Source: an optimization exercise on an open RTL-to-GDS flow (aim: small area and a short achievable clock period). Production flows keep margins and buffers that such runs may drop.
Function was checked by simulation only, so behaviour that the tests miss may differ from the original.
Power is estimated from default activity; no workload was simulated.

===== run.sh =====
#!/bin/bash
# synth_recipe.tcl (not shown) runs the flow's synth.tcl, then flattens the netlist and writes it again
# the make line also repeats each setting of config.mk as NAME=value (left out here)
make -C /OpenROAD-flow-scripts/flow DESIGN_CONFIG=/design/flow/config.mk WORK_HOME=/design/flow/orfs CLKGATE_MAP_FILE= SYNTH_SCRIPT=/design/flow/synth_recipe.tcl finish

===== config.mk =====
export PLATFORM = sky130hd
export DESIGN_NAME = gpio_to_axis_mux_fifo
export DESIGN_NICKNAME = gpio_to_axis_mux_fifo
export VERILOG_FILES = /design/flow/design.v
export SDC_FILE = /design/flow/constraint.sdc
export NUM_CORES = 4
export LEC_CHECK = 0
export ABC_CLOCK_PERIOD_IN_PS = 2400
export CAP_MARGIN = 20
export CORE_MARGIN = 2
export CORE_UTILIZATION = 40
export SETUP_SLACK_MARGIN = 2.6
export SLEW_MARGIN = 20
export TNS_END_PERCENT = 0

===== constraint.sdc =====
create_clock -name core_clock -period 5.0 [get_ports {clk}]
set_input_delay 1.0000 -clock core_clock [delete_from_list [all_inputs] [get_ports {clk}]]
set_output_delay 1.0000 -clock core_clock [all_outputs]
set_load 0.01 [all_outputs]

===== design.v =====
package gpio_axis_pkg;
    localparam int MAX_CH = 16;
    typedef logic [3:0] ch_idx_t;
    function automatic integer clog2(input integer v);
        integer r, i;
        begin
            r = 0;
            for (i = 0; i < 31; i = i + 1)
                if ((1 << i) < v) r = i + 1;
            clog2 = r;
        end
    endfunction
    function automatic integer ch_width(input integer n);
        ch_width = (n <= 1) ? 1 : clog2(n);
    endfunction
    function automatic integer addr_width(input integer depth);
        addr_width = (depth <= 1) ? 1 : clog2(depth);
    endfunction
endpackage
module gpio_axis_chan_fifo #(
    parameter int DATA_WIDTH = 32,
    parameter int DEPTH      = 16,
    parameter int WEN_EDGE   = 1
) (
    input  logic                  clk,
    input  logic                  rst_n,
    input  logic                  clr,
    input  logic                  wen,
    input  logic [DATA_WIDTH-1:0] wdata,
    input  logic                  pop,
    output logic [DATA_WIDTH-1:0] rd_data,
    output logic                  nonempty,
    output logic                  nonempty_nx,
    output logic                  overflow
);
    localparam int AW = gpio_axis_pkg::addr_width(DEPTH);
    logic [DATA_WIDTH-1:0] mem [DEPTH];
    logic [AW:0]           wptr, rptr;    
    logic [AW:0]           used;
    logic                  wen_q;
    logic                  push, full, wr_en, one_left;
    logic [DEPTH-1:0]      wsel, rsel;
    assign push     = (WEN_EDGE != 0) ? (wen & ~wen_q) : wen;
    assign used     = wptr - rptr;
    assign full     = (used == (AW+1)'(DEPTH));
    assign one_left = (used == (AW+1)'(1));
    assign wr_en    = push & ~full;
    always_comb begin
        for (int i = 0; i < DEPTH; i++) begin
            wsel[i] = (wptr[AW-1:0] == AW'(i));
            rsel[i] = (rptr[AW-1:0] == AW'(i));
        end
    end
    for (genvar i = 0; i < DEPTH; i++) begin : g_mem
        always_ff @(posedge clk) begin
            if (wr_en && wsel[i])
                mem[i] <= wdata;
        end
    end
    always_comb begin
        rd_data = '0;
        for (int i = 0; i < DEPTH; i++)
            rd_data = rd_data | (mem[i] & {DATA_WIDTH{rsel[i]}});
    end
    always_comb begin
        if (!rst_n || clr)
            nonempty_nx = 1'b0;
        else
            nonempty_nx = wr_en | (nonempty & ~(pop & one_left));
    end
    always_ff @(posedge clk) begin
        nonempty <= nonempty_nx;
    end
    always_ff @(posedge clk) begin
        if (!rst_n) begin
            wen_q    <= 1'b0;
            wptr     <= '0;
            rptr     <= '0;
            overflow <= 1'b0;
        end else if (clr) begin
            wen_q    <= wen;
            wptr     <= '0;
            rptr     <= '0;
            overflow <= 1'b0;
        end else begin
            wen_q <= wen;
            if (wr_en)
                wptr <= wptr + 1'b1;
            if (push && full)
                overflow <= 1'b1;
            if (pop)
                rptr <= rptr + 1'b1;
        end
    end
endmodule
module gpio_to_axis_mux_fifo #(
    parameter int NUM_CH     = 4,
    parameter int DATA_WIDTH = 32,
    parameter int DEPTH      = 16,
    parameter int WEN_EDGE   = 1,
    parameter int BURST_LEN  = 8
) (
    input  logic                         clk,
    input  logic                         rst_n,
    input  logic                         clr,
    input  logic [NUM_CH-1:0]            wen,
    input  logic [NUM_CH*DATA_WIDTH-1:0] wdata,
    output logic [NUM_CH-1:0]            overflow,
    output logic [DATA_WIDTH-1:0]        m_axis_tdata,
    output logic [gpio_axis_pkg::ch_width(NUM_CH)-1:0] m_axis_tdest,
    output logic                         m_axis_tlast,
    output logic                         m_axis_tvalid,
    input  logic                         m_axis_tready
);
    localparam int CH_W = gpio_axis_pkg::ch_width(NUM_CH);
    logic [NUM_CH-1:0]                 nonempty, nonempty_nx;
    logic [NUM_CH-1:0]                 pop;
    logic [NUM_CH-1:0][DATA_WIDTH-1:0] dout;
    logic [NUM_CH-1:0]     rr_oh, rr_nx;    
    logic [NUM_CH-1:0]     gnt_oh, gnt_nx;  
    logic [CH_W-1:0]       gnt;
    logic [DATA_WIDTH-1:0] gnt_data;
    logic                  gnt_vld, load, flush;
    for (genvar i = 0; i < NUM_CH; i++) begin : g_ch
        gpio_axis_chan_fifo #(
            .DATA_WIDTH (DATA_WIDTH),
            .DEPTH      (DEPTH),
            .WEN_EDGE   (WEN_EDGE)
        ) u_fifo (
            .clk         (clk),
            .rst_n       (rst_n),
            .clr         (clr),
            .wen         (wen[i]),
            .wdata       (wdata[(i)*(DATA_WIDTH) +: (DATA_WIDTH)]),
            .pop         (pop[i]),
            .rd_data     (dout[i]),
            .nonempty    (nonempty[i]),
            .nonempty_nx (nonempty_nx[i]),
            .overflow    (overflow[i])
        );
    end
    assign flush   = !rst_n || clr;
    assign gnt_vld = |nonempty;
    assign load    = gnt_vld & (~m_axis_tvalid | m_axis_tready);
    assign pop     = gnt_oh & {NUM_CH{load}};
    always_comb begin
        logic blocked;
        int   j;
        rr_nx = flush ? NUM_CH'(1) : load ? {gnt_oh[NUM_CH-2:0], gnt_oh[NUM_CH-1]} : rr_oh;
        for (int c = 0; c < NUM_CH; c++) begin
            blocked = 1'b0;
            for (int k = 1; k < NUM_CH; k++) begin
                j = (c - k + NUM_CH) % NUM_CH;
                for (int m = 0; m < k; m++)
                    if (rr_nx[j] && nonempty_nx[(j + m) % NUM_CH]) blocked = 1'b1;
            end
            gnt_nx[c] = nonempty_nx[c] && !blocked;
        end
    end
    always_ff @(posedge clk) begin
        rr_oh  <= rr_nx;
        gnt_oh <= gnt_nx;
    end
    always_comb begin
        gnt      = '0;
        gnt_data = '0;
        for (int c = 0; c < NUM_CH; c++) begin
            if (gnt_oh[c]) gnt = gnt | CH_W'(c);
            gnt_data = gnt_data | (dout[c] & {DATA_WIDTH{gnt_oh[c]}});
        end
    end
    always_ff @(posedge clk) begin
        if (flush) begin
            m_axis_tvalid <= 1'b0;
            m_axis_tdata  <= '0;
            m_axis_tdest  <= '0;
            m_axis_tlast  <= 1'b0;
        end else if (load) begin
            m_axis_tvalid <= 1'b1;
            m_axis_tdata  <= gnt_data;
            m_axis_tdest  <= gnt;
            m_axis_tlast  <= (BURST_LEN >= 1);
        end else if (m_axis_tready) begin
            m_axis_tvalid <= 1'b0;
        end
    end
endmodule

==> results of run 1 <==
-- per-layer routing --
metal	up-vias	track usage
met5	-	0
met4	8	0.104
met3	413	0.0374
met2	2494	0.374
met1	23700	0.314
li1	18700	-
-- worst paths after layout --
| kind | start | endpoint | slack, ns | cells after the start |
|---|---|---|---|---|
| min | m_axis_tlast | m_axis_tlast | 0.48 | 2 |
| min reg2reg | m_axis_tlast | m_axis_tlast | 0.48 | 2 |
| max | g_ch[0].u_fifo.rptr[1] | m_axis_tdata[1] | 1.90 | 9 |
| max reg2reg | g_ch[0].u_fifo.rptr[1] | m_axis_tdata[1] | 1.90 | 9 |
-- placed cells by master, fill, tap and decap left out, types with 35 or more instances in the layout --
cell and instances:
edfxtp_1 2048, a221oi_1 500, a22o_1 512, buf_4 175
ha_1 35, clkinv_1 43, clkbuf_16 210, nor2_1 83
clkbuf_1 57, clkdlybuf4s50_1 175, nand4_1 136, nor2_4 49
buf_12 59, and3_4 57, a22oi_1 36, dfxtp_1 66
-- layout make-up --
cell class / count / area, sq um
fillers: 16200 / 101000
flip-flops and latches: 2144 / 63500
multi-input cells: 1742 / 15200
clock buffers: 259 / 5260
repair buffers: 468 / 5250
well taps: 2624 / 3280
clock inverters: 107 / 1000
inverters: 34 / 138
diodes: 9 / 22.5
-- state kept, by name (all words and copies together), names as in the netlist --
name / cells
g_ch.u_fifo.mem: 2048
g_ch.u_fifo.nonempty: 4
g_ch.u_fifo.overflow: 4
g_ch.u_fifo.rptr: 20
g_ch.u_fifo.wen_q: 4
g_ch.u_fifo.wptr: 20
gnt_oh: 4
m_axis_tdata: 32
m_axis_tdest: 2
m_axis_tlast: 1
m_axis_tvalid: 1
rr_oh: 4
-- power groups by stage --
stage / clock [mW] / combinational, mW / sequential [mW]
after global placement: 0 / 0.939 / 20.2
after CTS: 14.9 / 1.02 / 19.9
after detailed placement: 0 / 0.958 / 20.3
final: 14.7 / 1.07 / 19.9
after floorplan: 0 / 0.325 / 20.2
after global routing: 15.6 / 1.13 / 19.9
-- kinds of logic after synthesis --
group / count (synthesis) / share of synthesized area
AOI/OAI and AO/OA: 1180 / 0.130
muxes: 3 / 0.000383
adders and majority gates: 52 / 0.00867
DFF: 2144 / 0.808
xor gates and xnor gates: 41 / 0.00467
buffers and inverters: 339 / 0.0177
and+or+nand+nor: 450 / 0.0305
-- worst max-delay path: stages, from the launching register on --
cell and delay (ns):
dfxtp_1 0.40, inv_1 0.15, ha_2 0.28, and3_4 0.31, buf_4 0.26, a22o_1 0.21, a221oi_1 0.29, nand4_1 0.26
a22oi_2 0.60, a311oi_1 0.17
-- timing repair --
| action | in CTS | in global routing |
|---|---|---|
| setup buffers | 80 | 25 |
| endpoints found under the setup margin | 2156 | 2150 |
| resized for setup | 211 | 87 |
| gates cloned | 13 | 24 |
| pin swaps | 76 | 68 |
==> reports/metrics.yaml, run 1 <==
place:
  dpl_cell_area_sq_um: 84600
  dp_cells: 6870
  dp_slack_ns: 1.04
  dp_hpwl_um: 135000
  numPortBuffers: 175
  gp_congestion: 0.859
timing:
  setup-tns-final_ns: 0
  setup_ws_ns: 1.90
  rsz0062_at_grt: "true"
  final_max_slew_viol_count: 0
  finalSetupViolations: 0
  finalHoldViolations: 0
  fin_crit_ns: 3.10
  finClkSkew_ns: 0.0279
  whs_ns: 0.478
  max_slew_margin: 0.218
  fmax_mhz: 323
  finalCritPeriodShare: 0.619
  worst_pin_slew_ns: 1.17
setup_path:
  critPathLaunchType: "flip-flop"
  cp_max_fo: 23
  cp.required_ns: 5.69
  path_class: "flip-flop to flip-flop"
  arrival_ns: 3.78
  end_kind: "flip-flop"
yosys:
  synth_edf_count: 2048
  seq_area_frac_synth: 0.808
  synth.distinct_cells: 66
  syn_avg_cell_area_sq_um: 18.6
  ys_ff_latch: 2144
  netlist_top_cells_area: "edfxtp_1 78%, a221oi_1 5.7%, a22o_1 5.7%"
  yosysTopAreaCell: "edfxtp_1"
  synth_warnings: 3
  async_flop_share: 0
  synth_top_area_frac: 0.783
  synth_most_common_cell: "edfxtp_1"
  synth_flop_cell: "edfxtp_1"
  synth_common_cells: "2048 x edfxtp_1, 512 x a221oi_1, 512 x a22o_1"
  syn_area_sq_um: 78500
  synth_nets: 4397
  synth_cells: 4209
routing:
  drc: 0
  vias: 45400
  finalWirelength_um: 242000
  routed.top_layer: "met5"
  route.met2.wl_um: 116000
  antenna_left: 0
  wl_met1_um: 94000
  drtIter0Drc: 6302
  vias_per_cell: 6.14
  dr.pass1.iters: 8
  dr_wl_met3_um: 20800
  wl_per_cell_um: 32.8
die:
  die_w_um: 447
  core_region_area_sq_um: 195000
  placementRows: 162
  start_util: 0.403
  die_area_sq_um: 200000
  dieHeight_um: 447
  io_pins: 176
grt:
  track_usage: 0.233
  grt_max_degree: 39
  grt_pass1_wl_um: 332000
  antenna_found_initial: 20
  grt_pass1_vias: 43400
  grt_remaining_overflow: 0
power_and_ir_drop:
  internal-power_mw: 28.3
  totalPowerFinal_mw: 35.7
  combinationalPowerShare: 0.030
  seqPwrFrac: 0.557
  p_leak_nw: 29.2
  p_switching_mw: 7.37
  irDropWorstVdd_v: 0.000347
  cellPowerDensity_nw_per_um2: 381
  p_clk_frac: 0.413
  p_sw_frac: 0.207
clock_network:
  cts_made_buffers: 200
  cts_tree: "done"
  cts.sinks: 2144
  clock_latency_ns: 0.83
  htreeDepth: 4
  clkTransAtPathRegs_ns: 0.07
  clock_path_buffers: 3
  root_buffer: "clkbuf_16"
  hold_buffers: 0
finish:
  fin_util: 0.480
  drive_gt1_frac: 0.178
  syn_to_final_growth_pct: 19.2
  fin_nets: 4778
  instances_no_fill: 7387
  fin_area_sq_um: 93600
run:
  maxCapViolations: 0
run_status:
  status: "timing/DRC/antenna clean"
hold_path:
  hold_path.class: "flip-flop to flip-flop"
==> run 2: changes to the inputs <==
--- a/config.mk
+++ b/config.mk
@@ -9,6 +9,8 @@
 export CAP_MARGIN = 20
 export CORE_MARGIN = 2
 export CORE_UTILIZATION = 40
+export CTS_CLUSTER_DIAMETER = 100
+export CTS_CLUSTER_SIZE = 30
 export SETUP_SLACK_MARGIN = 2.6
 export SLEW_MARGIN = 20
 export TNS_END_PERCENT = 0
==> reports/metrics.yaml, run 2 <==
yosys:
  synth_flop_cell: "edfxtp_1"
  synth_warnings: 3
  netlist_top_cells_area: "edfxtp_1 78%, a221oi_1 5.7%, a22o_1 5.7%"
  syn_avg_cell_area_sq_um: 18.6
  synth_cells: 4209
  synth_common_cells: "2048 x edfxtp_1, 512 x a221oi_1, 512 x a22o_1"
  synth_most_common_cell: "edfxtp_1"
  syn_area_sq_um: 78500
  ys_ff_latch: 2144
  synth_nets: 4397
  synth.distinct_cells: 66
  async_flop_share: 0
  synth_top_area_frac: 0.783
  synth_edf_count: 2048
  yosysTopAreaCell: "edfxtp_1"
  seq_area_frac_synth: 0.808
timing:
  finalCritPeriodShare: 0.623
  max_slew_margin: 0.248
  worst_pin_slew_ns: 1.13
  setup-tns-final_ns: 0
  final_max_slew_viol_count: 0
  fin_crit_ns: 3.12
  finClkSkew_ns: 0.0230
  finalHoldViolations: 0
  rsz0062_at_grt: "true"
  fmax_mhz: 321
  finalSetupViolations: 0
grt:
  antenna_found_initial: 23
  grt_pass1_wl_um: 326000
  grt_pass1_vias: 42200
  grt_max_degree: 39
  grt_remaining_overflow: 0
  track_usage: 0.229
die:
  io_pins: 176
  placementRows: 162
  die_area_sq_um: 200000
  die_w_um: 447
  core_region_area_sq_um: 195000
  dieHeight_um: 447
  start_util: 0.403
clock_network:
  clock_path_buffers: 3
  clock_latency_ns: 0.76
  cts_tree: "done"
  cts.sinks: 2144
  htreeDepth: 3
  hold_buffers: 0
  cts_made_buffers: 81
  root_buffer: "clkbuf_16"
  clkTransAtPathRegs_ns: 0.12
finish:
  largest_registers: "g_ch.u_fifo.mem x2048, m_axis_tdata x32"
  final_cell_mix: "2048 x edfxtp_1, 512 x a22o_1, 502 x a221oi_1"
  fillers: 16500
  ff_latch_area_sq_um: 63500
  instances_no_fill: 7158
  top_register: "g_ch.u_fifo.mem"
  syn_to_final_growth_pct: 14.0
  multi_input_area_sq_um: 15100
  layout_commonest_cell: "edfxtp_1"
  drive_gt1_frac: 0.142
  largest_register_ffs: 2048
  fin_nets: 4643
hold_path:
  holdPathEnd: "m_axis_tlast"
  hold_path.class: "flip-flop to flip-flop"
  min_from: "m_axis_tlast"
  min_delay_path_depth: 2
routing:
  dr_wl_met3_um: 18900
  dr.pass1.iters: 5
  drtIter0Drc: 5876
  routed.top_layer: "met5"
  drc: 0
  antenna_left: 0
  finalWirelength_um: 237000
  route.met2.wl_um: 114000
  vias: 44300
  wl_per_cell_um: 33.1
  wl_met1_um: 93600
  vias_per_cell: 6.19
power_and_ir_drop:
  seqPwrFrac: 0.672
  p_clk_frac: 0.291
  internal-power_mw: 23.4
  p_leak_nw: 27.2
  totalPowerFinal_mw: 29.5
  p_switching_mw: 6.07
  p_sw_frac: 0.206
  irDropWorstVdd_v: 0.000275
  cellPowerDensity_nw_per_um2: 330
  combinationalPowerShare: 0.037
setup_path:
  rrSetupSlack_ns: 1.88
  rr_startpoint: "g_ch[1].u_fifo.rptr[1]"
  cp_max_fo: 8
  rr_worst_depth: 9
  end_kind: "flip-flop"
  cp.required_ns: 5.61
  r2r_end: "m_axis_tdata[1]"
  arrival_ns: 3.73
  path_class: "flip-flop to flip-flop"
  critPathLaunchType: "flip-flop"
place:
  dp_cells: 6870
  numPortBuffers: 175
  gp_congestion: 0.859
  dp_hpwl_um: 135000
run_status:
  status: "timing/DRC/antenna clean"
run:
  maxCapViolations: 0
[run 2: worst max-delay path by stage]
stage	to	startpoint	slack [ns]	cells after the start
3_5_place_dp	g_ch[2].u_fifo.mem[10][6]	wen[2]	1.04	7
3_3_place_gp	g_ch[2].u_fifo.mem[10][6]	wen[2]	1.06	7
5_1_grt	g_ch[2].u_fifo.mem[1][31]	g_ch[2].u_fifo.wptr[0]	1.88	13
6_report	m_axis_tdata[1]	g_ch[1].u_fifo.rptr[1]	1.88	9
2_1_floorplan	g_ch[3].u_fifo.mem[0][0]	g_ch[3].u_fifo.wptr[0]	1.60	10
4_1_cts	g_ch[2].u_fifo.mem[0][23]	g_ch[2].u_fifo.wptr[0]	1.96	12
[run 2: routing by layer]
layer  global-route usage  up-vias
li1                     -    18300
met3               0.0307      312
met2                0.371     2251
met4               0.0957       10
met5                    0        -
met1                0.311    23400
[run 2: kinds of logic after synthesis]
group	after synthesis	synth area share
simple gates	450	0.0305
xor+xnor	41	0.00467
compound gates	1180	0.130
mux	3	0.000383
buf+inv	339	0.0177
flops	2144	0.808
fa+ha+maj	52	0.00867
[run 2: cell type report]
class,instances,area share
tap,2624,0.0367
multi-input combinational,1738,0.168
antenna,12,0.000335
clock inverter,3,0.000321
timing repair buffer,456,0.0571
inverter,34,0.00155
clock buffer,147,0.0266
sequential,2144,0.709
[run 2: per-stage QoR]
step / worst slack, ns / util / hold WS, ns / cell area [sq um]
final: 1.88 / 0.459 / 0.490 / 89500
after global routing: 1.88 / 0.459 / 0.517 / 89500
after CTS: 1.96 / 0.456 / 0.491 / 88900
after detailed placement: 1.04 / 0.434 / 0.465 / 84600
after global placement: 1.06 / 0.434 / 0.453 / 84600
after floorplan: 1.60 / - / 0.442 / 79100
[run 2: critical path, stage by stage, from the launching register on]
cell and delay [ns]:
dfxtp_2 0.39, inv_1 0.12, ha_1 0.35, and3_4 0.28, buf_4 0.21, a22o_1 0.24, a221oi_1 0.24, nand4_1 0.30
a22oi_2 0.65, a311oi_1 0.18
[run 2: what timing repair did]
| action | in CTS | in global routing |
|---|---|---|
| setup buffers | 84 | 15 |
| setup endpoints to repair | 2157 | 2151 |
| resized for setup | 220 | 53 |
| pin swaps | 72 | 43 |
| cloned | 13 | 14 |
[run 2: power groups by stage]
stage / Combinational (mW) / Clock [mW] / Sequential [mW]
3_5_place_dp: 0.958 / 0 / 20.3
2_1_floorplan: 0.325 / 0 / 20.2
5_1_grt: 1.14 / 9.22 / 19.8
4_1_cts: 1.05 / 8.67 / 19.8
6_report: 1.09 / 8.58 / 19.8
3_3_place_gp: 0.939 / 0 / 20.2
==> run 3: changes to the inputs <==
--- a/design.v
+++ b/design.v
@@ -34,26 +34,20 @@
     output logic                  overflow
 );
     localparam int AW = gpio_axis_pkg::addr_width(DEPTH);
+    localparam int CW = gpio_axis_pkg::clog2(DEPTH + 1);
     logic [DATA_WIDTH-1:0] mem [DEPTH];
-    logic [AW:0]           wptr, rptr;    
-    logic [AW:0]           used;
+    logic [AW-1:0]         wptr;
+    logic [DEPTH-1:0]      rsel;      
+    logic [CW-1:0]         count;
     logic                  wen_q;
     logic                  push, full, wr_en, one_left;
-    logic [DEPTH-1:0]      wsel, rsel;
     assign push     = (WEN_EDGE != 0) ? (wen & ~wen_q) : wen;
-    assign used     = wptr - rptr;
-    assign full     = (used == (AW+1)'(DEPTH));
-    assign one_left = (used == (AW+1)'(1));
+    assign full     = (count == CW'(DEPTH));
+    assign one_left = (count == CW'(1));
     assign wr_en    = push & ~full;
-    always_comb begin
-        for (int i = 0; i < DEPTH; i++) begin
-            wsel[i] = (wptr[AW-1:0] == AW'(i));
-            rsel[i] = (rptr[AW-1:0] == AW'(i));
-        end
-    end
     for (genvar i = 0; i < DEPTH; i++) begin : g_mem
         always_ff @(posedge clk) begin
-            if (wr_en && wsel[i])
+            if (wr_en && wptr == AW'(i))
                 mem[i] <= wdata;
         end
     end
@@ -66,7 +60,7 @@
         if (!rst_n || clr)
             nonempty_nx = 1'b0;
         else
-            nonempty_nx = wr_en | (nonempty & ~(pop & one_left));
+            nonempty_nx = wr_en | (pop ? (nonempty & ~one_left) : nonempty);
     end
     always_ff @(posedge clk) begin
         nonempty <= nonempty_nx;
@@ -75,21 +69,28 @@
         if (!rst_n) begin
             wen_q    <= 1'b0;
             wptr     <= '0;
-            rptr     <= '0;
+            rsel     <= DEPTH'(1);
+            count    <= '0;
             overflow <= 1'b0;
         end else if (clr) begin
             wen_q    <= wen;
             wptr     <= '0;
-            rptr     <= '0;
+            rsel     <= DEPTH'(1);
+            count    <= '0;
             overflow <= 1'b0;
         end else begin
             wen_q <= wen;
             if (wr_en)
-                wptr <= wptr + 1'b1;
+                wptr <= (wptr == AW'(DEPTH - 1)) ? '0 : wptr + 1'b1;
             if (push && full)
                 overflow <= 1'b1;
             if (pop)
-                rptr <= rptr + 1'b1;
+                rsel <= {rsel[DEPTH-2:0], rsel[DEPTH-1]};
+            case ({wr_en, pop})
+                2'b10:   count <= count + 1'b1;
+                2'b01:   count <= count - 1'b1;
+                default: ;
+            endcase
         end
     end
 endmodule
--- a/config.mk
+++ b/config.mk
@@ -10,7 +10,6 @@
 export CORE_MARGIN = 2
 export CORE_UTILIZATION = 40
 export CTS_CLUSTER_DIAMETER = 100
-export CTS_CLUSTER_SIZE = 30
+export CTS_CLUSTER_SIZE = 25
 export SETUP_SLACK_MARGIN = 2.6
 export SLEW_MARGIN = 20
-export TNS_END_PERCENT = 0
==> reports/metrics.yaml, run 3 <==
run_status:
  status: "timing/DRC/antenna clean"
finish:
  syn_to_final_growth_pct: 15.5
  largest_registers: "g_ch.u_fifo.mem x2048, g_ch.u_fifo.rsel x64, m_axis_tdata x32"
  fin_util: 0.465
  instances_no_fill: 7355
  drive_gt1_frac: 0.177
  fin_nets: 4805
  largest_register_ffs: 2048
  top_register: "g_ch.u_fifo.mem"
  fin_area_sq_um: 91900
  final_cell_mix: "2048 x edfxtp_1, 512 x a22o_1, 398 x a221oi_1"
  layout_commonest_cell: "edfxtp_1"
timing:
  finalCritPeriodShare: 0.547
  fmax_mhz: 366
  rsz0062_at_grt: "true"
  worst_pin_slew_ns: 1.06
  fin_crit_ns: 2.73
  finalHoldViolations: 0
  whs_ns: 0.480
  finalSetupViolations: 0
  finClkSkew_ns: 0.0455
  setup-tns-final_ns: 0
  final_max_slew_viol_count: 0
  max_slew_margin: 0.297
yosys:
  synth_flop_cell: "edfxtp_1"
  synth_common_cells: "2048 x edfxtp_1, 512 x a221oi_1, 512 x a22o_1"
  syn_avg_cell_area_sq_um: 18.3
  synth_cells: 4356
  synth_most_common_cell: "edfxtp_1"
  netlist_top_cells_area: "edfxtp_1 77%, a221oi_1 5.6%, a22o_1 5.6%"
  synth.distinct_cells: 51
  synth_warnings: 3
  syn_area_sq_um: 79500
  synth_edf_count: 2048
  synth_nets: 4524
  async_flop_share: 0
  ys_ff_latch: 2204
  synth_top_area_frac: 0.773
  seq_area_frac_synth: 0.813
  yosysTopAreaCell: "edfxtp_1"
clock_network:
  clock_latency_ns: 0.80
  htreeDepth: 3
  root_buffer: "clkbuf_16"
  cts_made_buffers: 102
  clkTransAtPathRegs_ns: 0.10
  clock_path_buffers: 3
  cts_tree: "done"
  cts.sinks: 2204
die:
  die_w_um: 450
  io_pins: 176
  start_util: 0.403
  die_area_sq_um: 202000
  placementRows: 163
  core_region_area_sq_um: 197000
  dieHeight_um: 450
setup_path:
  arrival_ns: 3.39
  end_kind: "flip-flop"
  rr_worst_depth: 6
  critPathLaunchType: "flip-flop"
  cp.required_ns: 5.66
  cp_max_fo: 11
  path_class: "flip-flop to flip-flop"
grt:
  grt_pass1_wl_um: 335000
  antenna_found_initial: 27
  grt_pass1_vias: 42900
  grt_max_degree: 53
  grt_remaining_overflow: 0
  track_usage: 0.229
power_and_ir_drop:
  cellPowerDensity_nw_per_um2: 339
  irDropWorstVdd_v: 0.000310
  p_leak_nw: 28.2
routing:
  drtIter0Drc: 6042
  dr.pass1.iters: 6
  vias: 45400
  wl_per_cell_um: 32.5
  vias_per_cell: 6.17
  finalWirelength_um: 239000
  antenna_left: 0
  drc: 0
run:
  maxCapViolations: 0
place:
  dp_cells: 7001
  dp_hpwl_um: 138000
  numPortBuffers: 175
  dpl_cell_area_sq_um: 85500
  gp_congestion: 0.845
hold_path:
  min_delay_path_depth: 2
  hold_path.class: "flip-flop to flip-flop"
-- run 3: final timing paths --
| kind | slack, ns | startpoint | to |
|---|---|---|---|
| setup / recovery | 2.27 | g_ch[1].u_fifo.rsel[3] | m_axis_tdata[8] |
| hold / removal | 0.48 | g_ch[3].u_fifo.rsel[13] | g_ch[3].u_fifo.rsel[14] |
| setup reg to reg | 2.27 | g_ch[1].u_fifo.rsel[3] | m_axis_tdata[8] |
| hold reg to reg | 0.48 | g_ch[3].u_fifo.rsel[13] | g_ch[3].u_fifo.rsel[14] |
-- run 3: cell type report --
class	instances	area, sq um
Inverter	30	140
Timing Repair Buffer	490	5170
Multi-Input combinational cell	1809	15200
Fill cell	16700	106000
Antenna cell	11	27.5
Clock buffer	154	2790
Sequential cell	2204	64900
Tap cell	2640	3300
Clock inverter	17	300
-- run 3: stage by stage --
| step | setup slack [ns] | power, mW |
|---|---|---|
| finish | 2.27 | 31.1 |
| global route | 2.35 | 31.9 |
| CTS | 2.35 | 31.2 |
| detailed placement | 0.989 | 21.7 |
| global placement | 1.03 | 21.7 |
| floorplan | 1.96 | 21.1 |
-- run 3: repair_timing --
action	in CTS	in global routing
resized for setup	498	96
cloned	10	2
pin swaps	129	92
endpoints found under the hold margin	0	0
setup buffers	114	46
endpoints found under the setup margin	2015	498
hold buffers	0	0
-- run 3: routing by layer --
metal	GRT usage	wire length (um)	share of wire	up-vias
met1	0.320	96000	0.40	24000
met4	0.101	11700	0.049	10
met3	0.0307	19300	0.081	353
li1	-	-	-	18800
met5	0	67	0.00028	-
met2	0.360	112000	0.47	2226
-- run 3: power breakdown --
group / internal (mW) / switching [mW]
sequential: 20.2 / 0.0891
clock: 4.01 / 5.77
combinational: 0.330 / 0.721
total: 24.5 / 6.58
-- run 3: logic make-up after synthesis --
group | count (synthesis) | share of synthesized area
muxes | 4 | 0.000503
xor gates and xnor gates | 28 | 0.00308
DFF | 2204 | 0.813
AOI/OAI and AO/OA | 1270 | 0.132
buffers and inverters | 347 | 0.0173
and+or+nand+nor | 471 | 0.0293
adders and majority gates | 32 | 0.00503
-- run 3: worst max-delay path, cell delays in order, from the launching register on --
cell and delay, ns:
dfxtp_4 0.40, buf_12 0.16, a22o_1 0.25, a221oi_2 0.24, nand4_1 0.52, a222oi_1 0.90
a21oi_1 0.13
==> run 4: changes to the inputs <==
--- a/config.mk
+++ b/config.mk
@@ -13,3 +13,4 @@
 export CTS_CLUSTER_SIZE = 25
 export SETUP_SLACK_MARGIN = 2.6
 export SLEW_MARGIN = 20
+export TNS_END_PERCENT = 20
==> reports/metrics.yaml, run 4 <==
setup_path:
  cp.required_ns: 5.64
  cpLargestDelayFamily: "compound AO/OA/AOI/OAI gates"
  critPathLaunchType: "flip-flop"
  end_kind: "flip-flop"
  path_cells: "a22o_1 > a221oi_2 > nand4_1 > a222oi_1 > a21oi_1"
  worst-path-stages: 5
  path_class: "flip-flop to flip-flop"
  crit_buf_inv: 0
  cp_max_fo: 5
  worst_path_max_delay_cell: "a222oi_1"
  slowest_delay_ns: 1.17
  rr_worst_depth: 5
  arrival_ns: 3.48
grt:
  track_usage: 0.224
  antenna_found_initial: 23
  grt_max_degree: 58
  grt_pass1_wl_um: 327000
  grt_pass1_vias: 42600
  grt_remaining_overflow: 0
yosys:
  ys_ff_latch: 2204
  netlist_top_cells_area: "edfxtp_1 77%, a221oi_1 5.6%, a22o_1 5.6%"
  async_flop_share: 0
  seq_area_frac_synth: 0.813
  syn_area_sq_um: 79500
  synth_nets: 4524
  syn_avg_cell_area_sq_um: 18.3
  synth_warnings: 3
  yosysTopAreaCell: "edfxtp_1"
  synth.distinct_cells: 51
  synth_flop_cell: "edfxtp_1"
  synth_cells: 4356
  synth_most_common_cell: "edfxtp_1"
  synth_common_cells: "2048 x edfxtp_1, 512 x a221oi_1, 512 x a22o_1"
  synth_edf_count: 2048
  synth_top_area_frac: 0.773
routing:
  wl_per_cell_um: 32.0
  vias: 45100
  finalWirelength_um: 234000
  dr.pass1.iters: 6
  vias_per_cell: 6.17
  drc: 0
  antenna_left: 0
  drtIter0Drc: 6078
finish:
  fin_util: 0.457
  syn_to_final_growth_pct: 13.3
  largest_registers: "g_ch.u_fifo.mem x2048, g_ch.u_fifo.rsel x64, m_axis_tdata x32"
  fin_nets: 4741
  final_cell_mix: "2048 x edfxtp_1, 512 x a22o_1, 490 x a221oi_1"
  largest_register_ffs: 2048
  drive_gt1_frac: 0.136
  layout_commonest_cell: "edfxtp_1"
  top_register: "g_ch.u_fifo.mem"
power_and_ir_drop:
  seqPwrFrac: 0.656
  combinationalPowerShare: 0.034
  p_sw_frac: 0.209
  p_leak_nw: 27.4
  irDropWorstVdd_v: 0.000272
  internal-power_mw: 24.5
  totalPowerFinal_mw: 30.9
  cellPowerDensity_nw_per_um2: 343
  p_clk_frac: 0.310
  p_switching_mw: 6.47
die:
  start_util: 0.403
  die_area_sq_um: 202000
  io_pins: 176
  dieHeight_um: 450
  core_region_area_sq_um: 197000
  placementRows: 163
  die_w_um: 450
hold_path:
  hold_path.class: "flip-flop to flip-flop"
  min_delay_path_depth: 2
clock_network:
  cts.sinks: 2204
  clock_latency_ns: 0.81
  clock_path_buffers: 3
  cts_tree: "done"
  hold_buffers: 0
  clkTransAtPathRegs_ns: 0.10
  root_buffer: "clkbuf_16"
  cts_made_buffers: 100
  htreeDepth: 3
run_status:
  status: "timing/DRC/antenna clean"
timing:
  fin_crit_ns: 2.84
  fmax_mhz: 352
  finalHoldViolations: 0
  finClkSkew_ns: 0.0585
  rsz0062_at_grt: "true"
  worst_pin_slew_ns: 1.22
  finalCritPeriodShare: 0.568
  finalSetupViolations: 0
  setup-tns-final_ns: 0
  max_slew_margin: 0.188
  final_max_slew_viol_count: 0
place:
  dp_hpwl_um: 141000
  gp_congestion: 0.843
  numPortBuffers: 175
run:
  maxCapViolations: 0
## run 4: cell counts after synthesis
Identical to the previous run, type by type.
## run 4: cell type report
cell class                 count  area [sq um]
sequential                  2204         64900
timing repair buffer         429          4330
clock buffer                 168          2780
tap                         2640          3300
inverter                      30           149
multi-input combinational   1808         14400
antenna                       11          27.5
clock inverter                13           219
fill                       16900        107000
## run 4: worst reg2reg max path, cell delays in order (launching register included)
cell	delay, ns
dfxtp_4	0.42
a22o_1	0.26
a221oi_2	0.28
nand4_1	0.43
a222oi_1	1.18
a21oi_1	0.12
## run 4: path summary, 6_finish.rpt
| kind | start | slack (ns) | to |
|---|---|---|---|
| setup / recovery | g_ch[2].u_fifo.rsel[0] | 2.16 | m_axis_tdata[10] |
| hold / removal | g_ch[0].u_fifo.rsel[3] | 0.48 | g_ch[0].u_fifo.rsel[3] |
| setup reg to reg | g_ch[2].u_fifo.rsel[0] | 2.16 | m_axis_tdata[10] |
| hold reg to reg | g_ch[0].u_fifo.rsel[3] | 0.48 | g_ch[0].u_fifo.rsel[3] |
## run 4: cells by family after synthesis
| kind of cell | share of synthesized area |
|---|---|
| and+or+nand+nor | 0.0293 |
| adders and majority gates | 0.00503 |
| xor gates and xnor gates | 0.00308 |
| AOI/OAI and AO/OA | 0.132 |
| DFF | 0.813 |
| muxes | 0.000503 |
| buffers and inverters | 0.0173 |
## run 4: power by group through the flow
stage	sequential, mW	combinational (mW)	clock [mW]
after floorplan	20.7	0.345	0
after global placement	20.7	0.992	0
after detailed placement	20.7	1.01	0
after CTS	20.3	1.01	9.74
after global routing	20.3	1.09	10.3
final	20.3	1.04	9.61
## run 4: what timing repair did
action                                  in CTS  in global routing
setup buffers                               58                 41
resized for setup                          231                 79
gates cloned                                 1                  4
pin swaps                                   30                 29
endpoints found under the setup margin    2084               1539
## run 4: through the flow
step           std cells  setup WS [ns]  hold WS (ns)  area, sq um
6_report            7303           2.16         0.478        90100
5_1_grt             7301           2.17         0.489        90100
4_1_cts             7247           2.20         0.478        89400
3_5_place_dp        7007          0.880         0.458        85500
3_3_place_gp        7007          0.921         0.452        85500
2_1_floorplan       4356           1.96         0.442        80000
## run 4: layer usage
layer  global-route usage  up-vias  wire length [um]
met4               0.0881       12              9970
li1                     -    18700                 -
met5                    0        -                78
met2                0.357     2300            110000
met3               0.0267      322             18300
met1                0.316    23700             95400
==> run 5: changes to the inputs <==
==> flow/run.sh (new file) <==
#!/bin/bash
# Standard ORFS layout (the standard.sh, standard synthesis unchanged) with
# two knobs passed through the environment:
#  - port buffers are plain buf_4 cells instead of the delay-cell buffers that
#    buffer_ports picks by default;
#  - clock tree synthesis without dummy loads, with larger sink clusters.
set -euo pipefail
export BUFFER_PORTS_ARGS="-buffer_cell sky130_fd_sc_hd__buf_4"
export CTS_ARGS="-sink_clustering_enable -repair_clock_nets -dont_use_dummy_load -sink_clustering_size 25 -sink_clustering_max_diameter 100"
bash standard.sh > standard_flow.log 2>&1
==> standard.sh (new file) <==
#!/bin/bash
# synth_recipe.tcl (not shown) runs the flow's synth.tcl, then flattens the netlist and writes it again
# the make line also repeats each setting of config.mk as NAME=value (left out here)
make -C /OpenROAD-flow-scripts/flow DESIGN_CONFIG=/design/flow/config.mk WORK_HOME=/design/flow/orfs CLKGATE_MAP_FILE= SYNTH_SCRIPT=/design/flow/synth_recipe.tcl "${@:-finish}"
--- a/config.mk
+++ b/config.mk
@@ -13,4 +13,3 @@
 export CTS_CLUSTER_SIZE = 25
 export SETUP_SLACK_MARGIN = 2.6
 export SLEW_MARGIN = 20
-export TNS_END_PERCENT = 20
removed: run.sh
==> reports/metrics.yaml, run 5 <==
place:
  numPortBuffers: 175
  dp_cells: 6994
  gp_congestion: 0.852
  dpl_cell_area_sq_um: 85100
  dp_hpwl_um: 144000
yosys:
  syn_area_sq_um: 79500
  ys_ff_latch: 2204
  synth_edf_count: 2048
  synth.distinct_cells: 51
  synth_top_family_by_area: "compound AO/OA/AOI/OAI gates"
  yosysTopAreaCell: "edfxtp_1"
  async_flop_share: 0
  synth_fa_ha_area_frac: 0.00503
  synth_top_area_frac: 0.773
  synth_mux_area_frac: 0.000503
  synth-xor-area-share: 0.00308
  synth_most_common_cell: "edfxtp_1"
  synth_warnings: 3
  netlist_top_cells_area: "edfxtp_1 77%, a221oi_1 5.6%, a22o_1 5.6%"
  synth_flop_cell: "edfxtp_1"
  synth-compound-area-share: 0.132
  synth_nets: 4524
  seq_area_frac_synth: 0.813
  synth_cells: 4356
  synth_common_cells: "2048 x edfxtp_1, 512 x a221oi_1, 512 x a22o_1"
  synthSimpleGateAreaFrac: 0.0293
  syn_avg_cell_area_sq_um: 18.3
setup_path:
  cp_max_fo: 4
  critPathLaunchType: "flip-flop"
  arrival_ns: 3.29
  path_class: "flip-flop to flip-flop"
  rr_worst_depth: 5
  end_kind: "flip-flop"
  cp.required_ns: 5.59
run_status:
  status: "timing/DRC/antenna clean"
routing:
  wl_per_cell_um: 33.6
  finalWirelength_um: 246000
  drtIter0Drc: 6405
  dr.pass1.iters: 7
  drc: 0
  vias: 46200
  antenna_left: 0
  vias_per_cell: 6.30
die:
  die_area_sq_um: 202000
  die_w_um: 450
  io_pins: 176
  placementRows: 163
  start_util: 0.403
  core_region_area_sq_um: 197000
  dieHeight_um: 450
timing:
  fin_crit_ns: 2.70
  finalHoldViolations: 0
  setup-tns-final_ns: 0
  finalSetupViolations: 0
  rsz0062_at_grt: "true"
  finClkSkew_ns: 0.0679
  worst_pin_slew_ns: 0.979
  finalCritPeriodShare: 0.540
  final_max_slew_viol_count: 0
  max_slew_margin: 0.348
  whs_ns: 0.488
  fmax_mhz: 371
clock_network:
  cts_made_buffers: 100
  clock_path_buffers: 3
  cts.sinks: 2204
  htreeDepth: 3
  root_buffer: "clkbuf_16"
  clkTransAtPathRegs_ns: 0.10
  cts_tree: "done"
  clock_latency_ns: 0.76
power_and_ir_drop:
  cellPowerDensity_nw_per_um2: 332
  p_leak_nw: 28.2
  irDropWorstVdd_v: 0.000291
finish:
  final_cell_mix: "2048 x edfxtp_1, 511 x a22o_1, 412 x a221oi_1"
  largest_registers: "g_ch.u_fifo.mem x2048, g_ch.u_fifo.rsel x64, m_axis_tdata x32"
  top_register: "g_ch.u_fifo.mem"
  fin_area_sq_um: 91400
  syn_to_final_growth_pct: 14.9
  instances_no_fill: 7323
  largest_register_ffs: 2048
  layout_commonest_cell: "edfxtp_1"
  drive_gt1_frac: 0.212
  fin_nets: 4848
grt:
  grt_max_degree: 64
  grt_pass1_vias: 43200
  grt_pass1_wl_um: 342000
  track_usage: 0.236
  antenna_found_initial: 13
  grt_remaining_overflow: 0
hold_path:
  min_delay_path_depth: 2
  hold_path.class: "flip-flop to flip-flop"
run:
  maxCapViolations: 0
run 5: changes by cell type in the layout (fill, tap and decap cells not counted), moves of 13 or more:
cell	previous run	this run
buf_4	172	378
clkdlybuf4s50_1	138	0
a221oi_1	490	412
a221oi_2	20	97
clkbuf_1	67	0
nor2_4	49	68
buf_8	3	18
dlygate4sd2_1	14	0
dfxtp_1	55	42
run 5: area by class of cell:
class | count | area, sq um
Antenna cell | 5 | 12.5
Clock buffer | 100 | 2500
Fill cell | 16600 | 106000
Inverter | 30 | 148
Multi-Input combinational cell | 1828 | 15300
Sequential cell | 2204 | 64900
Tap cell | 2640 | 3300
Timing Repair Buffer | 516 | 5200
run 5: path summary, 6_finish.rpt:
path                           from                      to  slack, ns
max          g_ch[2].u_fifo.rsel[4]        m_axis_tdata[22]       2.30
min          g_ch[1].u_fifo.rsel[3]  g_ch[1].u_fifo.rsel[4]       0.49
max reg2reg  g_ch[2].u_fifo.rsel[4]        m_axis_tdata[22]       2.30
min reg2reg  g_ch[1].u_fifo.rsel[3]  g_ch[1].u_fifo.rsel[4]       0.49
run 5: routing by layer:
metal / up-vias / global-route usage / part of all wire
met4: 8 / 0.103 / 0.048
met3: 359 / 0.0342 / 0.092
met5: - / 0 / 0.00018
li1: 18900 / - / -
met1: 24200 / 0.329 / 0.39
met2: 2658 / 0.368 / 0.46
run 5: worst max-delay path, stage by stage (launching register included):
cell	delay (ns)
dfxtp_4	0.41
a22o_1	0.25
a221oi_2	0.28
nand4_1	0.48
a222oi_1	0.93
a21oi_1	0.17
run 5: cell families (layout without fill, tap and decap cells):
| group | Yosys count | in the layout |
|---|---|---|
| simple gates | 471 | 494 |
| buf+inv | 347 | 646 |
| xor+xnor | 28 | 28 |
| mux | 4 | 4 |
| compound gates | 1270 | 1270 |
| fa+ha+maj | 32 | 32 |
| other cells | 0 | 5 |
| flops | 2204 | 2204 |
run 5: power by group:
part / internal, mW / switching, mW / total [mW]
clock: 3.57 / 5.38 / 8.96
sequential: 20.2 / 0.0965 / 20.3
combinational: 0.318 / 0.750 / 1.07
total: 24.1 / 6.23 / 30.3
run 5: timing repair:
item | in CTS | in global routing
setup endpoints to repair | 2078 | 610
buffers inserted | 160 | 30
hold buffers | 0 | 0
cloned | 29 | 5
pin swaps | 131 | 72
resized for setup | 291 | 97
run 5: through the flow:
| step | worst slack, ns | total power, mW | utilization |
|---|---|---|---|
| floorplan | 1.96 | 21.1 | - |
| detailed placement | 1.23 | 21.7 | 0.431 |
| CTS | 2.41 | 30.4 | 0.459 |
| global placement | 1.33 | 21.7 | 0.430 |
| global route | 2.25 | 31.1 | 0.463 |
| finish | 2.30 | 30.3 | 0.463 |
==> run 6: changes to the inputs <==
--- a/design.v
+++ b/design.v
@@ -22,22 +22,22 @@
     parameter int DEPTH      = 16,
     parameter int WEN_EDGE   = 1
 ) (
-    input  logic                  clk,
-    input  logic                  rst_n,
-    input  logic                  clr,
-    input  logic                  wen,
-    input  logic [DATA_WIDTH-1:0] wdata,
-    input  logic                  pop,
-    output logic [DATA_WIDTH-1:0] rd_data,
-    output logic                  nonempty,
-    output logic                  nonempty_nx,
-    output logic                  overflow
+    input  logic                        clk,
+    input  logic                        rst_n,
+    input  logic                        clr,
+    input  logic                        wen,
+    input  logic [DATA_WIDTH-1:0]       wdata,
+    input  logic                        pop,
+    output logic [DEPTH*DATA_WIDTH-1:0] mem_flat,
+    output logic [DEPTH-1:0]            rsel,
+    output logic                        nonempty,
+    output logic                        nonempty_nx,
+    output logic                        overflow
 );
     localparam int AW = gpio_axis_pkg::addr_width(DEPTH);
     localparam int CW = gpio_axis_pkg::clog2(DEPTH + 1);
     logic [DATA_WIDTH-1:0] mem [DEPTH];
-    logic [AW-1:0]         wptr;
-    logic [DEPTH-1:0]      rsel;      
+    logic [AW-1:0]         wptr, rptr;
     logic [CW-1:0]         count;
     logic                  wen_q;
     logic                  push, full, wr_en, one_left;
@@ -50,11 +50,8 @@
             if (wr_en && wptr == AW'(i))
                 mem[i] <= wdata;
         end
-    end
-    always_comb begin
-        rd_data = '0;
-        for (int i = 0; i < DEPTH; i++)
-            rd_data = rd_data | (mem[i] & {DATA_WIDTH{rsel[i]}});
+        assign mem_flat[i*DATA_WIDTH +: DATA_WIDTH] = mem[i];
+        assign rsel[i] = (rptr == AW'(i));
     end
     always_comb begin
         if (!rst_n || clr)
@@ -69,13 +66,13 @@
         if (!rst_n) begin
             wen_q    <= 1'b0;
             wptr     <= '0;
-            rsel     <= DEPTH'(1);
+            rptr     <= '0;
             count    <= '0;
             overflow <= 1'b0;
         end else if (clr) begin
             wen_q    <= wen;
             wptr     <= '0;
-            rsel     <= DEPTH'(1);
+            rptr     <= '0;
             count    <= '0;
             overflow <= 1'b0;
         end else begin
@@ -85,7 +82,7 @@
             if (push && full)
                 overflow <= 1'b1;
             if (pop)
-                rsel <= {rsel[DEPTH-2:0], rsel[DEPTH-1]};
+                rptr <= (rptr == AW'(DEPTH - 1)) ? '0 : rptr + 1'b1;
             case ({wr_en, pop})
                 2'b10:   count <= count + 1'b1;
                 2'b01:   count <= count - 1'b1;
@@ -114,9 +111,11 @@
     input  logic                         m_axis_tready
 );
     localparam int CH_W = gpio_axis_pkg::ch_width(NUM_CH);
-    logic [NUM_CH-1:0]                 nonempty, nonempty_nx;
-    logic [NUM_CH-1:0]                 pop;
-    logic [NUM_CH-1:0][DATA_WIDTH-1:0] dout;
+    logic [NUM_CH-1:0]                        nonempty, nonempty_nx;
+    logic [NUM_CH-1:0]                        pop;
+    logic [NUM_CH-1:0][DEPTH*DATA_WIDTH-1:0]  mem_flat;
+    logic [NUM_CH-1:0][DEPTH-1:0]             rsel, rsel_nx;
+    logic [NUM_CH-1:0][DEPTH-1:0]             sel;      
     logic [NUM_CH-1:0]     rr_oh, rr_nx;    
     logic [NUM_CH-1:0]     gnt_oh, gnt_nx;  
     logic [CH_W-1:0]       gnt;
@@ -134,11 +133,13 @@
             .wen         (wen[i]),
             .wdata       (wdata[(i)*(DATA_WIDTH) +: (DATA_WIDTH)]),
             .pop         (pop[i]),
-            .rd_data     (dout[i]),
+            .mem_flat    (mem_flat[i]),
+            .rsel        (rsel[i]),
             .nonempty    (nonempty[i]),
             .nonempty_nx (nonempty_nx[i]),
             .overflow    (overflow[i])
         );
+        assign rsel_nx[i] = pop[i] ? {rsel[i][DEPTH-2:0], rsel[i][DEPTH-1]} : rsel[i];
     end
     assign flush   = !rst_n || clr;
     assign gnt_vld = |nonempty;
@@ -161,13 +162,16 @@
     always_ff @(posedge clk) begin
         rr_oh  <= rr_nx;
         gnt_oh <= gnt_nx;
+        for (int c = 0; c < NUM_CH; c++)
+            sel[c] <= rsel_nx[c] & {DEPTH{gnt_nx[c]}};
     end
     always_comb begin
         gnt      = '0;
         gnt_data = '0;
         for (int c = 0; c < NUM_CH; c++) begin
             if (gnt_oh[c]) gnt = gnt | CH_W'(c);
-            gnt_data = gnt_data | (dout[c] & {DATA_WIDTH{gnt_oh[c]}});
+            for (int i = 0; i < DEPTH; i++)
+                gnt_data = gnt_data | (mem_flat[c][i*DATA_WIDTH +: DATA_WIDTH] & {DATA_WIDTH{sel[c][i]}});
         end
     end
     always_ff @(posedge clk) begin
--- a/config.mk
+++ b/config.mk
@@ -11,5 +11,5 @@
 export CORE_UTILIZATION = 40
 export CTS_CLUSTER_DIAMETER = 100
 export CTS_CLUSTER_SIZE = 25
-export SETUP_SLACK_MARGIN = 2.6
+export SETUP_SLACK_MARGIN = 2.4
 export SLEW_MARGIN = 20
==> reports/metrics.yaml, run 6 <==
finish:
  largest_register_ffs: 2048
  syn_to_final_growth_pct: 13.0
  largest_registers: "g_ch.u_fifo.mem x2048, sel x64, m_axis_tdata x32"
  fillers: 16900
  fin_nets: 4967
  layout_commonest_cell: "edfxtp_1"
  top_register: "g_ch.u_fifo.mem"
  drive_gt1_frac: 0.164
  final_cell_mix: "2048 x edfxtp_1, 576 x a22oi_1, 392 x buf_4"
timing:
  setup-tns-final_ns: 0
  rsz0062_at_grt: "false"
  finClkSkew_ns: 0.123
  fmax_mhz: 363
  max_slew_margin: 0.0797
  fin_crit_ns: 2.75
  finalHoldViolations: 0
  finalSetupViolations: 0
  worst_pin_slew_ns: 1.38
  finalCritPeriodShare: 0.551
  final_max_slew_viol_count: 0
  whs_ns: 0.479
yosys:
  syn_area_sq_um: 80000
  synth_common_cells: "2048 x edfxtp_1, 576 x a22oi_1, 225 x a22o_1"
  synth_edf_count: 2048
  synth_top_area_frac: 0.769
  yosysTopAreaCell: "edfxtp_1"
  synth_warnings: 3
  syn_avg_cell_area_sq_um: 18.0
  synth_flop_cell: "edfxtp_1"
  ys_ff_latch: 2220
  netlist_top_cells_area: "edfxtp_1 77%, a22oi_1 5.4%, dfxtp_1 4.3%"
  seq_area_frac_synth: 0.812
  synth_nets: 4635
  synth_cells: 4451
  synth.distinct_cells: 66
  synth_most_common_cell: "edfxtp_1"
  async_flop_share: 0
routing:
  finalWirelength_um: 362000
  drc: 0
  wl_per_cell_um: 48.5
  vias_per_cell: 7.32
  dr.pass1.iters: 6
  antenna_left: 0
  vias: 54600
  drtIter0Drc: 12100
clock_network:
  cts_made_buffers: 100
  cts.sinks: 2220
  root_buffer: "clkbuf_16"
  hold_buffers: 0
  cts_tree: "done"
  htreeDepth: 3
  clock_latency_ns: 0.82
  clkTransAtPathRegs_ns: 0.10
  clock_path_buffers: 3
power_and_ir_drop:
  combinationalPowerShare: 0.037
  p_leak_nw: 27.7
  internal-power_mw: 24.2
  p_sw_frac: 0.215
  p_clk_frac: 0.300
  cellPowerDensity_nw_per_um2: 341
  irDropWorstVdd_v: 0.000282
  seqPwrFrac: 0.663
  p_switching_mw: 6.61
place:
  gp_congestion: 0.914
  dp_hpwl_um: 206000
  numPortBuffers: 175
setup_path:
  crit_buf_inv: 2
  critPathLaunchType: "flip-flop"
  path_cells: "buf_4 > buf_4 > a22o_1 > a221oi_1 > nand3_1 > nor4_1 > a21oi_1"
  cp_max_fo: 14
  cpLargestDelayFamily: "simple AND/OR/NAND/NOR gates"
  cp_common_cell: "buf_4"
  worst_path_max_delay_cell: "nor4_1"
  cp.required_ns: 5.60
  end_kind: "flip-flop"
  arrival_ns: 3.36
  slowest_delay_ns: 0.57
  path_class: "flip-flop to flip-flop"
grt:
  gr-usage-met3: 0.149
  grt_max_degree: 37
  grt_remaining_overflow: 0
  met1_usage: 0.458
  grt_pass1_wl_um: 469000
  use_met2: 0.480
  grt_pass1_vias: 49700
  antenna_found_initial: 26
  track_usage: 0.346
  grt.busiest_layer: "met2"
die:
  dieHeight_um: 451
  die_w_um: 451
  io_pins: 176
  die_area_sq_um: 204000
  placementRows: 164
  core_region_area_sq_um: 199000
  start_util: 0.402
hold_path:
  hold_path.class: "primary input to flip-flop"
run_status:
  status: "timing/DRC/antenna clean"
run:
  maxCapViolations: 0
-- run 6: cell count changes after synthesis, moves of 20 or more --
cell,previous run,this run
a221oi_1,512,224
a222oi_1,32,0
nor3_1,18,71
a22oi_1,1,576
a22o_1,512,225
a21oi_1,143,65
nand2_1,151,79
nor4_1,0,63
nor2_1,104,124
nand4_1,133,167
clkbuf_1,250,191
nand3_1,15,74
-- run 6: worst paths after layout --
kind | depth (start not counted) | start | slack, ns | to
max | 7 | sel[17] | 2.25 | m_axis_tdata[0]
min | 2 | wen[3] | 0.48 | g_ch[3].u_fifo.wen_q
max reg2reg | 7 | sel[17] | 2.25 | m_axis_tdata[0]
min reg2reg | 1 | g_ch[1].u_fifo.overflow | 0.49 | g_ch[1].u_fifo.overflow
-- run 6: routing by layer --
layer,up-vias,wire length [um]
met3,1380,69000
li1,19100,-
met1,27600,121000
met4,42,25100
met2,6469,146000
met5,-,299
-- run 6: cell type report --
class,instances,area (sq um),area share
Clock buffer,100,2500,0.0277
Timing Repair Buffer,472,4420,0.0489
Antenna cell,20,50.0,0.000553
Multi-Input combinational cell,1949,14900,0.165
Sequential cell,2220,65000,0.719
Tap cell,2656,3320,0.0367
Inverter,40,168,0.00185
-- run 6: what timing repair did --
action | in CTS | in global routing
setup buffers | 61 | 19
gates cloned | 2 | 3
setup endpoints to repair | 1679 | 597
gates resized for setup | 41 | 28
pin swaps | 30 | 7
-- run 6: kinds of logic after synthesis --
group	after synthesis	share of synthesized area
compound gates	1189	0.116
xor+xnor	32	0.00350
fa+ha+maj	48	0.00750
buf+inv	284	0.0144
flops	2220	0.812
mux	14	0.00184
simple gates	664	0.0448
-- run 6: metrics by stage --
stage / power, mW / utilization / cells / setup WS (ns) / instance area [sq um]
detailed placement: 21.9 / 0.435 / 7252 / 1.38 / 86600
CTS: 30.6 / 0.452 / 7415 / 2.40 / 90000
finish: 30.8 / 0.454 / 7457 / 2.25 / 90400
global placement: 21.9 / 0.435 / 7252 / 1.47 / 86600
floorplan: 21.2 / - / 4451 / 2.09 / 80900
global route: 31.3 / 0.454 / 7437 / 2.39 / 90400
-- run 6: power groups by stage --
stage	combinational (mW)	sequential, mW	clock (mW)
floorplan	0.336	20.8	0
global placement	1.05	20.9	0
detailed placement	1.05	20.9	0
CTS	1.08	20.4	9.14
global route	1.16	20.4	9.69
finish	1.15	20.4	9.23
==> run 7: changes to the inputs <==
--- a/config.mk
+++ b/config.mk
@@ -11,5 +11,5 @@
 export CORE_UTILIZATION = 40
 export CTS_CLUSTER_DIAMETER = 100
 export CTS_CLUSTER_SIZE = 25
-export SETUP_SLACK_MARGIN = 2.4
+export SETUP_SLACK_MARGIN = 2.6
 export SLEW_MARGIN = 20
==> reports/metrics.yaml, run 7 <==
run_status:
  status: "timing/DRC/antenna clean"
place:
  numPortBuffers: 175
  dp_slack_ns: 1.28
  gp_congestion: 0.927
  dp_hpwl_um: 205000
die:
  die_area_sq_um: 204000
  placementRows: 164
  core_region_area_sq_um: 199000
  die_w_um: 451
  dieHeight_um: 451
  io_pins: 176
  start_util: 0.402
yosys:
  seq_area_frac_synth: 0.812
  synth_fa_ha_area_frac: 0.00750
  synth_warnings: 3
  synth.distinct_cells: 66
  synth_top_family_by_area: "compound AO/OA/AOI/OAI gates"
  synth_edf_count: 2048
  synth-xor-area-share: 0.00350
  yosysTopAreaCell: "edfxtp_1"
  synth_flop_cell: "edfxtp_1"
  syn_avg_cell_area_sq_um: 18.0
  netlist_top_cells_area: "edfxtp_1 77%, a22oi_1 5.4%, dfxtp_1 4.3%"
  synth_most_common_cell: "edfxtp_1"
  synth_mux_area_frac: 0.00184
  ys_ff_latch: 2220
  synth-compound-area-share: 0.116
  synth_cells: 4451
  async_flop_share: 0
  synth_common_cells: "2048 x edfxtp_1, 576 x a22oi_1, 225 x a22o_1"
  synthSimpleGateAreaFrac: 0.0448
  synth_nets: 4635
  synth_top_area_frac: 0.769
  syn_area_sq_um: 80000
grt:
  grt_max_degree: 35
  grt_remaining_overflow: 0
  grt_pass1_vias: 49300
  grt_pass1_wl_um: 461000
  antenna_found_initial: 35
  track_usage: 0.339
power_and_ir_drop:
  internal-power_mw: 24.3
  p_clk_frac: 0.300
  combinationalPowerShare: 0.039
  irDropWorstVdd_v: 0.000303
  totalPowerFinal_mw: 30.9
  p_leak_nw: 27.8
  p_switching_mw: 6.62
  p_sw_frac: 0.214
  cellPowerDensity_nw_per_um2: 339
  seqPwrFrac: 0.662
setup_path:
  critPathLaunchType: "flip-flop"
  cp.required_ns: 5.37
  cp_max_fo: 32
  end_kind: "flip-flop"
  path_class: "flip-flop to flip-flop"
  arrival_ns: 2.87
timing:
  final_max_slew_viol_count: 0
  whs_ns: 0.483
  fin_crit_ns: 2.50
  finClkSkew_ns: 0.132
  setup-tns-final_ns: 0
  worst_pin_slew_ns: 1.17
  finalCritPeriodShare: 0.500
  max_slew_margin: 0.223
  fmax_mhz: 400
  finalSetupViolations: 0
  rsz0062_at_grt: "true"
  finalHoldViolations: 0
  setup_ws_ns: 2.50
routing:
  drtIter0Drc: 12000
  dr.pass1.iters: 6
  vias: 53900
  vias_per_cell: 7.24
  wl_per_cell_um: 47.6
  antenna_left: 0
  drc: 0
  finalWirelength_um: 355000
finish:
  largest_registers: "g_ch.u_fifo.mem x2048, sel x64, m_axis_tdata x32"
  drive_gt1_frac: 0.177
  top_register: "g_ch.u_fifo.mem"
  fin_util: 0.457
  largest_register_ffs: 2048
  layout_commonest_cell: "edfxtp_1"
  fin_nets: 4958
  final_cell_mix: "2048 x edfxtp_1, 576 x a22oi_1, 362 x buf_4"
  syn_to_final_growth_pct: 13.7
  ff_latch_area_sq_um: 65100
  fillers: 16800
  multi_input_area_sq_um: 15300
clock_network:
  cts.sinks: 2220
  hold_buffers: 0
  cts_tree: "done"
  clock_path_buffers: 3
  cts_made_buffers: 101
  clock_latency_ns: 0.82
  htreeDepth: 3
  root_buffer: "clkbuf_16"
  clkTransAtPathRegs_ns: 0.10
run:
  maxCapViolations: 0
hold_path:
  hold_path.class: "flip-flop to flip-flop"
## run 7: what timing repair did
item	4_1_cts	5_1_grt
cloned	4	1
setup endpoints to repair	2051	524
gates resized for setup	95	81
setup buffers	68	12
endpoints found under the hold margin	0	0
pin swaps	37	7
## run 7: metal layers
metal,GRT usage,routed length [um]
met1,0.448,119000
met2,0.479,146000
met4,0.178,24600
met5,0.000473,355
met3,0.137,64000
## run 7: path summary, 6_finish.rpt
check,start,to,slack (ns),cells past startpoint
worst min register to register,g_ch[1].u_fifo.rptr[3],sel[28],0.48,2
worst max register to register,g_ch[2].u_fifo.wptr[3],g_ch[2].u_fifo.mem[8][4],2.50,3
worst max-delay path,g_ch[2].u_fifo.wptr[3],g_ch[2].u_fifo.mem[8][4],2.50,3
worst min-delay path,g_ch[1].u_fifo.rptr[3],sel[28],0.48,2
## run 7: cell families after synthesis
family / after synthesis
simple gates: 664
xor+xnor: 32
fa+ha+maj: 48
flops: 2220
buf+inv: 284
mux: 14
compound gates: 1189
## run 7: critical path: stages, from the launching register on
cell	delay [ns]
dfxtp_1	0.77
nand2b_1	0.48
nor2_4	0.21
buf_6	0.66
## run 7: cell type report
type / count / area share
sequential: 2220 / 0.715
multi-input combinational: 1949 / 0.168
timing repair buffer: 462 / 0.0496
tap: 2656 / 0.0365
clock buffer: 101 / 0.0278
inverter: 40 / 0.00192
antenna: 22 / 0.000605
## run 7: power by group through the flow
stage | registers [mW] | clock network, mW | logic [mW]
floorplan | 20.8 | 0 | 0.347
global placement | 20.9 | 0 | 1.05
detailed placement | 20.9 | 0 | 1.06
CTS | 20.4 | 9.14 | 1.11
global route | 20.4 | 9.71 | 1.20
finish | 20.4 | 9.25 | 1.19
## run 7: stage by stage
stage,cell area (sq um),std cells
floorplan,81000,4451
global placement,86600,7242
detailed placement,86600,7242
CTS,90400,7415
global route,91000,7430
finish,91000,7450
==> run 8: changes to the inputs <==
--- a/config.mk
+++ b/config.mk
@@ -11,5 +11,5 @@
 export CORE_UTILIZATION = 40
 export CTS_CLUSTER_DIAMETER = 100
 export CTS_CLUSTER_SIZE = 25
-export SETUP_SLACK_MARGIN = 2.6
+export SETUP_SLACK_MARGIN = 2.9
 export SLEW_MARGIN = 20
==> reports/metrics.yaml, run 8 <==
die:
  io_pins: 176
  dieHeight_um: 451
  start_util: 0.402
  placementRows: 164
  die_w_um: 451
  die_area_sq_um: 204000
  core_region_area_sq_um: 199000
setup_path:
  cp.required_ns: 5.49
  cp_common_cell: "buf_12"
  worst_path_max_delay_cell: "dfxtp_1"
  end_kind: "flip-flop"
  critPathLaunchType: "flip-flop"
  cp_max_fo: 10
  rrSetupSlack_ns: 2.52
  slowest_delay_ns: 0.90
  path_class: "flip-flop to flip-flop"
  path_cells: "nand2b_1 > nor2_4 > buf_12 > buf_6 > buf_12"
  arrival_ns: 2.97
finish:
  largest_register_ffs: 2048
  top_register: "g_ch.u_fifo.mem"
  layout_commonest_cell: "edfxtp_1"
  largest_registers: "g_ch.u_fifo.mem x2048, sel x64, m_axis_tdata x32"
  fin_nets: 5270
  syn_to_final_growth_pct: 23.0
  final_cell_mix: "2048 x edfxtp_1, 576 x a22oi_1, 353 x buf_4"
  drive_gt1_frac: 0.257
  fin_util: 0.494
yosys:
  yosysTopAreaCell: "edfxtp_1"
  netlist_top_cells_area: "edfxtp_1 77%, a22oi_1 5.4%, dfxtp_1 4.3%"
  synth_most_common_cell: "edfxtp_1"
  synth_common_cells: "2048 x edfxtp_1, 576 x a22oi_1, 225 x a22o_1"
  ys_ff_latch: 2220
  syn_avg_cell_area_sq_um: 18.0
  synth_flop_cell: "edfxtp_1"
  synth.distinct_cells: 66
  synth_nets: 4635
  synth_edf_count: 2048
  synth_cells: 4451
  synth_top_area_frac: 0.769
  async_flop_share: 0
  syn_area_sq_um: 80000
  synth_warnings: 3
  seq_area_frac_synth: 0.812
grt:
  track_usage: 0.360
  grt_remaining_overflow: 0
  antenna_found_initial: 36
  grt_pass1_vias: 51200
  grt_max_degree: 34
  grt_pass1_wl_um: 486000
timing:
  max_slew_margin: 0.173
  finalCritPeriodShare: 0.496
  fin_crit_ns: 2.48
  fmax_mhz: 403
  rsz0062_at_grt: "true"
  finClkSkew_ns: 0.144
  finalSetupViolations: 0
  worst_pin_slew_ns: 1.24
  finalHoldViolations: 0
  final_max_slew_viol_count: 0
  setup-tns-final_ns: 0
routing:
  drtIter0Drc: 13400
  wl_per_cell_um: 49.7
  dr.pass1.iters: 9
  vias_per_cell: 7.34
  antenna_left: 0
  finalWirelength_um: 386000
  drc: 0
  vias: 57000
clock_network:
  cts_tree: "done"
  clkTransAtPathRegs_ns: 0.10
  clock_path_buffers: 3
  root_buffer: "clkbuf_16"
  clock_latency_ns: 0.84
  htreeDepth: 3
  cts.sinks: 2220
  cts_made_buffers: 102
  hold_buffers: 0
place:
  dp_hpwl_um: 207000
  numPortBuffers: 175
  gp_congestion: 0.912
hold_path:
  hold_path.class: "primary input to flip-flop"
power_and_ir_drop:
  irDropWorstVdd_v: 0.000299
  cellPowerDensity_nw_per_um2: 318
  p_leak_nw: 30.7
run:
  maxCapViolations: 0
run_status:
  status: "timing/DRC/antenna clean"
[run 8: timing repair]
action / 4_1_cts / 5_1_grt
cloned: 61 / 27
pin swaps: 116 / 74
endpoints found under the hold margin: 0 / 0
setup buffers: 224 / 82
endpoints found under the setup margin: 2228 / 1201
resized for setup: 587 / 195
[run 8: final cells by class]
type                            count  area, sq um
Sequential cell                  2220        65300
Multi-Input combinational cell   1948        16400
Timing Repair Buffer              774        10600
Fill cell                       15900       101000
Tap cell                         2656         3320
Antenna cell                       30         75.1
Inverter                           40          213
Clock buffer                      102         2550
[run 8: path summary, 6_finish.rpt]
check	start	to	cells past startpoint
worst max-delay path	g_ch[3].u_fifo.wptr[2]	g_ch[3].u_fifo.mem[6][10]	5
worst min register to register	g_ch[1].u_fifo.overflow	g_ch[1].u_fifo.overflow	1
worst max register to register	g_ch[3].u_fifo.wptr[2]	g_ch[3].u_fifo.mem[6][10]	5
worst min-delay path	wen[3]	g_ch[3].u_fifo.wen_q	2
[run 8: report_power, final]
part,internal [mW],switching (mW)
Combinational,0.500,1.06
Sequential,20.3,0.0853
Clock,3.64,5.66
Total,24.5,6.81
[run 8: worst max-delay path, delay by kind of cell, from the launching register on]
family | cells | cell delay [ns]
flops | 1 | 0.90
simple gates | 2 | 0.83
buf+inv | 3 | 0.44
[run 8: logic make-up (layout without fill, tap and decap cells)]
group	count (synthesis)	count (layout)	synth area share
flops	2220	2220	0.812
mux	14	14	0.00184
buf+inv	284	916	0.0144
other cells	0	30	0
simple gates	664	665	0.0448
fa+ha+maj	48	48	0.00750
xor+xnor	32	32	0.00350
compound gates	1189	1189	0.116
[run 8: metal layers]
layer  up-vias  GRT usage  wire [um]
met5         -    0.00616        316
met4        27      0.227      33900
met3      1736      0.173      75100
met2      7179      0.502     155000
met1     28300      0.447     121000
li1      19800          -          -
[run 8: stage by stage]
step	cells	hold slack [ns]	power, mW	cell area [sq um]	worst slack [ns]
finish	7770	0.480	31.3	98400	2.52
global placement	7244	0.472	21.9	86700	1.30
detailed placement	7244	0.476	21.9	86700	1.31
global route	7742	0.472	31.7	98400	2.49
CTS	7631	0.444	30.9	95800	2.60
floorplan	4451	0.438	21.2	81100	2.09

-- separate check: timing with driven ports --
The results above use ideal ports. As a check the final layouts listed here were re-extracted and re-timed, cells and wires unchanged.
Step 1 assumes that a clkbuf_16 drives the clock port and a buf_2 every other input.
Step 2 times the ports against the registers' clock, not the clock port: input delays grow and output delays shrink by t, the midpoint of the rising clock arrivals with the driver on.
Three values: ideal, step 1, step 2; two values: the first two.
run	t (ns)	slack for setup (ns)	cell pins on the clock port's net
run 1	0.898	1.904 / 1.904 / 1.503	1
run 2	0.823	1.884 / 1.884 / 1.448	1
run 3	0.867	2.266 / 2.266 / 1.771	1
run 4	0.863	2.159 / 2.159 / 1.467	1
run 5	0.836	2.302 / 2.302 / 2.012	1
run 6	0.850	2.245 / 2.245 / 1.874	1
run 7	0.845	2.499 / 2.499 / 2.044	1
run 8	0.852	2.519 / 2.502 / 1.960	1
After both steps every run listed still meets setup and hold. The setup slack of run 4, which loses most, moves by 0.000 ns with the drivers and by -0.692 ns with both steps.
